Source: an optimization exercise on an open RTL-to-GDS flow (aim: small area, a short achievable clock period and few clock cycles). Production flows keep margins and buffers that such runs may drop. At most, simulation tests tie the RTL to the original design; equivalence was not proved. No activity file was given, so power comes from the tool's default toggle rates.

== pine ==
// round_filtered_step_chaser_core
module round_filtered_step_chaser_core (
	input  logic        clk,
	input  logic        arst_n,
	input  logic        cfg_we,
	input  logic [4:0]  cfg_wdata,
	input  logic        s_tvalid,
	output logic        s_tready,
	input  logic [1:0]  s_tuser,
	input  logic [71:0] s_tdata,
	output logic        m_tvalid,
	input  logic        m_tready,
	output logic [1:0]  m_tuser,
	output logic [23:0] m_tdata,
	output logic        m_tlast
);
==> flow/config.mk <==
export PLATFORM = sky130hd
export DESIGN_NAME = round_filtered_step_chaser_core
export DESIGN_NICKNAME = round_filtered_step_chaser_core
export VERILOG_FILES = /design/flow/design.v
export SDC_FILE = /design/flow/constraint.sdc
export NUM_CORES = 4
export LEC_CHECK = 0
export CAP_MARGIN = 20
export CORE_MARGIN = 2
export CORE_UTILIZATION = 40
export CTS_CLUSTER_DIAMETER = 100
export CTS_CLUSTER_SIZE = 24
export SETUP_SLACK_MARGIN = 2.1
export SLEW_MARGIN = 20
==> flow/constraint.sdc <==
create_clock -name core_clock -period 5.0 [get_ports {clk}]
set_input_delay 1.0000 -clock core_clock [delete_from_list [all_inputs] [get_ports {clk}]]
set_output_delay 1.0000 -clock core_clock [all_outputs]
set_load 0.01 [all_outputs]
run.sh (not shown) runs the stock make flow with config.mk's settings and CLKGATE_MAP_FILE= SYNTH_SCRIPT=/design/flow/synth_recipe.tcl, a recipe that flattens the netlist after the stock synthesis.
Testbench counts of pine, summed over its fixed seeds: cycles 11,059.
Here is what was changed in the inputs of maple compared with pine.
diff --git a/flow/design.v b/flow/design.v
--- a/flow/design.v
+++ b/flow/design.v
@@ -52,12 +52,16 @@
 	logic [1:0]  ok_q;
 	logic [3:0]  os_q;
 	logic [14:0] or_q;
 	logic        ol_q;
 	logic        pv_q;         
 	logic [3:0]  ps_q;         
+	logic        def_q;        
+	logic        da_q;         
+	logic        dd_q;         
+	logic        dst_q;        
 	logic        accept;
 	logic        op_tick, op_play, op_stop, op_write;
 	assign s_tready = rdy_q && (!ov_q || m_tready);
 	assign accept   = s_tvalid && s_tready;
 	assign op_tick  = accept && (s_tuser == rfsc_pkg::OP_TICK);
 	assign op_play  = accept && (s_tuser == rfsc_pkg::OP_PLAY);
@@ -140,24 +144,31 @@
 	assign ra_lo    = {1'b0, cdm_x[8:0]} + {1'b0, rem_q[8:0]} + {9'd0, sat};
 	assign ra_h0    = cdm_x[17:9] + rem_q[17:9];
 	assign ra_h1    = cdm_x[17:9] + rem_q[17:9] + 9'd1;
 	assign rem_adv  = {ra_lo[9] ? ra_h1 : ra_h0, ra_lo[8:0]};
 	assign try_c    = (srch_q && !fin_q) || (op_tick && playing_q && adv) || (op_play && !playing_q);
 	assign nf       = srch_q && !fin_q && !hit && (cnt_q == 8'h80);
-	assign to_first = (op_stop && playing_q) || fin_q;
 	logic deact_ev;
 	logic [3:0] old;
+	logic room, st_def, tr_def;
+	logic blk;                 
+	assign blk      = srch_q ? !room : pv_q;
+	assign tr_def   = try_c && hit && blk && (cact_q || deact_ev);
+	assign room     = !ov_q || m_tready;
+	assign st_def   = op_stop && playing_q && dfl_q && pv_q;
+	assign to_first = (op_stop && playing_q && !st_def) || fin_q || (def_q && dst_q && room);
 	assign deact_ev = srch_q ? dq_q : (op_tick && dfl_q);
 	assign old      = srch_q ? ps_q : cur;
 	always_ff @(posedge clk or negedge arst_n) begin
 		if (!arst_n) begin
 			last_q    <= 4'd0;
 			playing_q <= 1'b0;
 			srch_q    <= 1'b0;
 			fin_q     <= 1'b0;
 			rdy_q     <= 1'b1;
+			def_q     <= 1'b0;
 			stale_q   <= 1'b0;
 			cp_q      <= 4'd0;
 			ch_q      <= 16'd1;
 			cr_q      <= 15'd1;
 			ov_q      <= 1'b0;
 			pv_q      <= 1'b0;
@@ -171,28 +182,37 @@
 				ov_q <= pv_q;
 				pv_q <= 1'b0;
 			end
 			if (op_play && !playing_q) playing_q <= 1'b1;
 			if (op_stop && playing_q) begin
 				playing_q <= 1'b0;
-				if (dfl_q) ov_q <= 1'b1;
+				if (dfl_q && !pv_q) ov_q <= 1'b1;
 			end
 			if (try_c) begin
 				srch_q <= !hit;
 				fin_q  <= nf;
-				if (hit) begin
+				if (hit && !blk) begin
 					if (cact_q || deact_ev) ov_q <= 1'b1;
 					pv_q <= cact_q && deact_ev;
 				end else if (nf) begin
 					playing_q <= 1'b0;
 				end
 			end
 			stale_q <= op_write && (w_idx == cur) && playing_q;
 			rdy_q   <= !(op_write && (w_idx == cur) && playing_q) &&
-				!(try_c ? !hit : (srch_q && !fin_q)) &&
-				!(try_c && hit ? (cact_q && deact_ev) : (pv_q && !(ov_q && m_tready)));
+				!(try_c ? !hit : (srch_q && !fin_q)) && !st_def && !tr_def && !(def_q && !room);
+			if (st_def || tr_def) begin
+				def_q <= 1'b1;
+				da_q  <= tr_def && cact_q;
+				dd_q  <= tr_def && deact_ev;
+				dst_q <= st_def;
+			end else if (def_q && room) begin
+				def_q <= 1'b0;
+				ov_q  <= 1'b1;
+				pv_q  <= da_q && dd_q;
+			end
 			if (fin_q) begin
 				ov_q   <= 1'b1;
 				srch_q <= 1'b0;
 				fin_q  <= 1'b0;
 			end
 			if (to_first) begin
@@ -256,13 +276,19 @@
 		if (fin_q) begin
 			ok_q <= rfsc_pkg::EV_NONE_FOUND;
 			os_q <= cur;
 			or_q <= rn;
 			ol_q <= 1'b1;
 		end
-		if (op_stop && playing_q) begin
+		if (def_q && room) begin
+			ok_q <= da_q ? rfsc_pkg::EV_ACT : rfsc_pkg::EV_DEACT;
+			os_q <= da_q ? cur : (dst_q ? cur : ps_q);
+			or_q <= rn;
+			ol_q <= !(da_q && dd_q);
+		end
+		if (op_stop && playing_q && !pv_q) begin
 			ok_q <= rfsc_pkg::EV_DEACT;
 			os_q <= cur;
 			or_q <= rn;
 			ol_q <= 1'b1;
 		end
 		if (try_c) begin
@@ -270,16 +296,18 @@
 				dq_q   <= op_tick && dfl_q;
 				ps_q   <= cur;
 				cnt_q  <= 8'h01;
 			end else begin
 				cnt_q  <= {cnt_q[6:0], cnt_q[7] ^ cnt_q[5] ^ cnt_q[4] ^ cnt_q[3]};
 			end
-			ok_q <= cact_q ? rfsc_pkg::EV_ACT : rfsc_pkg::EV_DEACT;
-			os_q <= cact_q ? cp_q : old;
-			or_q <= cr_q;
-			ol_q <= !(cact_q && deact_ev);
+			if (!blk) begin
+				ok_q <= cact_q ? rfsc_pkg::EV_ACT : rfsc_pkg::EV_DEACT;
+				os_q <= cact_q ? cp_q : old;
+				or_q <= cr_q;
+				ol_q <= !(cact_q && deact_ev);
+			end
 			dfl_q <= cdfl_q;
 		end
 	end
 	assign m_tvalid = ov_q;
 	assign m_tuser  = ok_q;
 	assign m_tdata  = {5'd0, or_q, os_q};
### Flow results
maple vs pine, peak per-stage delay on the critical path went down by 0.24 ns. | sequential element share of the synthesized area | maple vs pine | 0.95 points lower |. Final wirelength on maple is up relative to pine. Relative to pine, the worst supply voltage drop on vdd measured on maple has decreased by a few percent. Relative to pine, the post-layout total power measured on maple has increased by a few percent. Taking pine as 1.0, maple lands at 1.18 on post-cts repair resize count. Multi-input gate count for maple is higher than for pine. Master of the slowest instance on the critical path: sky130_fd_sc_hd__a211oi_4 -> maple, sky130_fd_sc_hd__dfrtp_2 -> pine. s_tdata[67] as the first element of the critical path was reported by maple, and stale_q by pine. Lower die area among pine and maple: pine. Taking maple over pine, the first-iteration DRC count ratio works out to 1.3.
Function not checked in maple: the RTL went through the layout flow alone.

-- static timing again, ports no longer ideal --
The flow's constraints put no driver on any port. The routed layouts listed below were extracted and timed again, unchanged, in two steps. Step 1: set_driving_cell puts a clkbuf_16 on clk and a buf_2 on each other input, an assumption about the parent block. Step 2 moves the port delays by t, midway between the first and last clock arrival at a register: inputs arrive t later, outputs are due t later. That takes back most of the time a late clock gives input paths. Three values: ideal, step 1, step 2; two values: the first two.
run | t (ns) | setup slack, ns | clock arrival spread, ns | worst register clock-pin slew, ns
pine | 0.690 | 1.975 / 1.975 / 1.307 | 0.053 / 0.054 | 0.10 / 0.10
maple | 0.684 | 1.928 / 1.948 / 1.264 | 0.035 / 0.034 | 0.10 / 0.10
After both steps setup and hold are still met in every run listed. For pine, which loses most, drivers alone change the setup slack by 0.000 ns; drivers and shift together by -0.668 ns.
